This is an optimization exercise on Yosys and OpenROAD, whose aim is small area and a short achievable clock period, not a production implementation.
RTL that was checked went through simulation tests only; none was proved equivalent to the original.
The clock input has no modelled driver; a real chip could not lean on it and would need a root buffer or a full tree.
Power is estimated from default activity; no workload was simulated.

## pccore_top
module pccore_top (
    input  logic                      clk,
    input  logic                      arst_n,
    input  logic                      psel,
    input  logic                      penable,
    input  logic                      pwrite,
    input  logic [12-1:0]  paddr,
    input  logic [8-1:0]  pwdata,
    output logic [8-1:0]  prdata,
    output logic                      pready,
    output logic                      pslverr
);
Size: roughly 740 cells after synthesis, roughly 11000 um2 of cells after synthesis.
==> flow/config.mk <==
export PLATFORM = sky130hd
export DESIGN_NAME = pccore_top
export DESIGN_NICKNAME = pccore_top
export VERILOG_FILES = /design/flow/design.v
export SDC_FILE = /design/flow/constraint.sdc
export NUM_CORES = 4
export LEC_CHECK = 0
export CAP_MARGIN = 20
export CORE_MARGIN = 2
export CORE_UTILIZATION = 70
export CTS_BUF_LIST = sky130_fd_sc_hd__clkbuf_8 sky130_fd_sc_hd__clkbuf_16
export CTS_CLUSTER_DIAMETER = 100
export CTS_CLUSTER_SIZE = 30
export SETUP_SLACK_MARGIN = 3.22
export SLEW_MARGIN = 20
export SYNTH_HIERARCHICAL = 1
export SYNTH_MINIMUM_KEEP_SIZE = 0
==> flow/constraint.sdc <==
create_clock -name core_clock -period 5.0 [get_ports {clk}]
set_input_delay 1.0000 -clock core_clock [delete_from_list [all_inputs] [get_ports {clk}]]
set_output_delay 1.0000 -clock core_clock [all_outputs]
set_load 0.01 [all_outputs]
standard.sh (not shown) runs the stock make flow with config.mk's settings and CLKGATE_MAP_FILE= SYNTH_SCRIPT=/design/flow/synth_recipe.tcl, a recipe that flattens the netlist after the stock synthesis.
==> flow/flow/run.sh <==
#!/bin/bash
# Standard ORFS layout, with these changes:
#  - clock tree synthesis without dummy balancing loads
#  - port buffers of a small plain buffer cell instead of the tool's default pick
#  - after clock tree synthesis, the tree's branch buffers are removed and the leaf
#    buffers are split among four root buffers fed from the clock port, so every
#    register has a clock path of two buffers (flow/flatten_clock.tcl)
set -euo pipefail
here=$(pwd)
export CTS_ARGS="-sink_clustering_enable -repair_clock_nets -sink_clustering_size 30 -sink_clustering_max_diameter 100 -buf_list {sky130_fd_sc_hd__clkbuf_8 sky130_fd_sc_hd__clkbuf_16} -dont_use_dummy_load"
export BUFFER_PORTS_ARGS="-buffer_cell sky130_fd_sc_hd__buf_2"
bash standard.sh cts > standard_flow_cts.log 2>&1
export RESULTS="$here/orfs/results/$FLOW_PLATFORM/pccore_top/base"
export CLOCK_ROOTS=4
openroad -no_init -exit flow/flatten_clock.tcl > flatten_clock.log 2>&1
bash standard.sh finish > standard_flow_finish.log 2>&1
Other scripts of this flow, unchanged in this note and not shown: flow/flow/flatten_clock.tcl
==> next run, changes <==
Settings changed: SETUP_SLACK_MARGIN 3.22 to 3.16.
Maximum frequency goes up slightly. Final area fell slightly. Routed wire length shrinks by a few percent. Sequential power is about the same. Total power fell slightly.

* * *

main:
pccore_top, a different RTL version from the one above (not shown whole).
Size: roughly 1000 cells after synthesis, about 13000 um^2 of cells after synthesis.
export LEC_CHECK = 0
export CAP_MARGIN = 20
export CORE_MARGIN = 2
export CORE_UTILIZATION = 40
export SLEW_MARGIN = 20
create_clock -name core_clock -period 5.0 [get_ports {clk}]
run.sh (not shown) runs the stock make flow with config.mk's settings and CLKGATE_MAP_FILE= SYNTH_SCRIPT=/design/flow/synth_recipe.tcl, a recipe that flattens the netlist after the stock synthesis.
Stock flow here: none of the scripts above is used.
main closes out successfully: all stages finished, all timing, DRC and antenna checks passed.
For the feature branch, these inputs were changed with respect to main:
Settings: CORE_UTILIZATION changed from 40 to 55; CTS_CLUSTER_SIZE newly set to 25; CTS_BUF_LIST newly set to sky130_fd_sc_hd__clkbuf_4 sky130_fd_sc_hd__clkbuf_8; SETUP_SLACK_MARGIN newly set to 2.8.
Findings:
Every run (main and the feature branch) finished clean.
Against main, die area in the feature branch came out better.
The run with more setup slack is the feature branch; main has less.
Relative to main, vertical die dimension decreased by 14% in the feature branch.
The feature branch vs. main: combinational fraction of design power barely changed; final cell area excluding filler cells lost about 0.6%; placed cell area decreased by about 1% relative to the old numbers; total power fell about 1.2%.
No functional check of the RTL was part of any run of this note.

static timing again, ports no longer ideal:
The flow's constraints put no driver on any port. The routed layouts listed below were extracted and timed again, unchanged, in two steps. Step 1 assumes that a clkbuf_16 drives the clock port and a buf_2 every other input. Step 2 times the ports against the registers' clock, not the clock port: input delays grow and output delays shrink by t, the midpoint of the rising clock arrivals with the driver on. Three values: ideal ports, drivers, drivers and shift; two values: the first two.
run	t (ns)	setup WS [ns]	worst setup path at the end	cell pins on the clock port's net
the first run of note 1	0.413	3.143 / 3.058 / 2.803	input to register	4
the second run of note 1	0.403	3.172 / 3.076 / 3.013	input to register	4
main	0.585	2.416 / 2.364 / 2.408	input to register	1
the feature branch	0.607	2.822 / 2.798 / 2.425	input to register	1
After both steps every run listed still meets setup and hold. For the feature branch, which loses most, drivers alone change the setup slack by -0.024 ns; drivers and shift together by -0.397 ns.
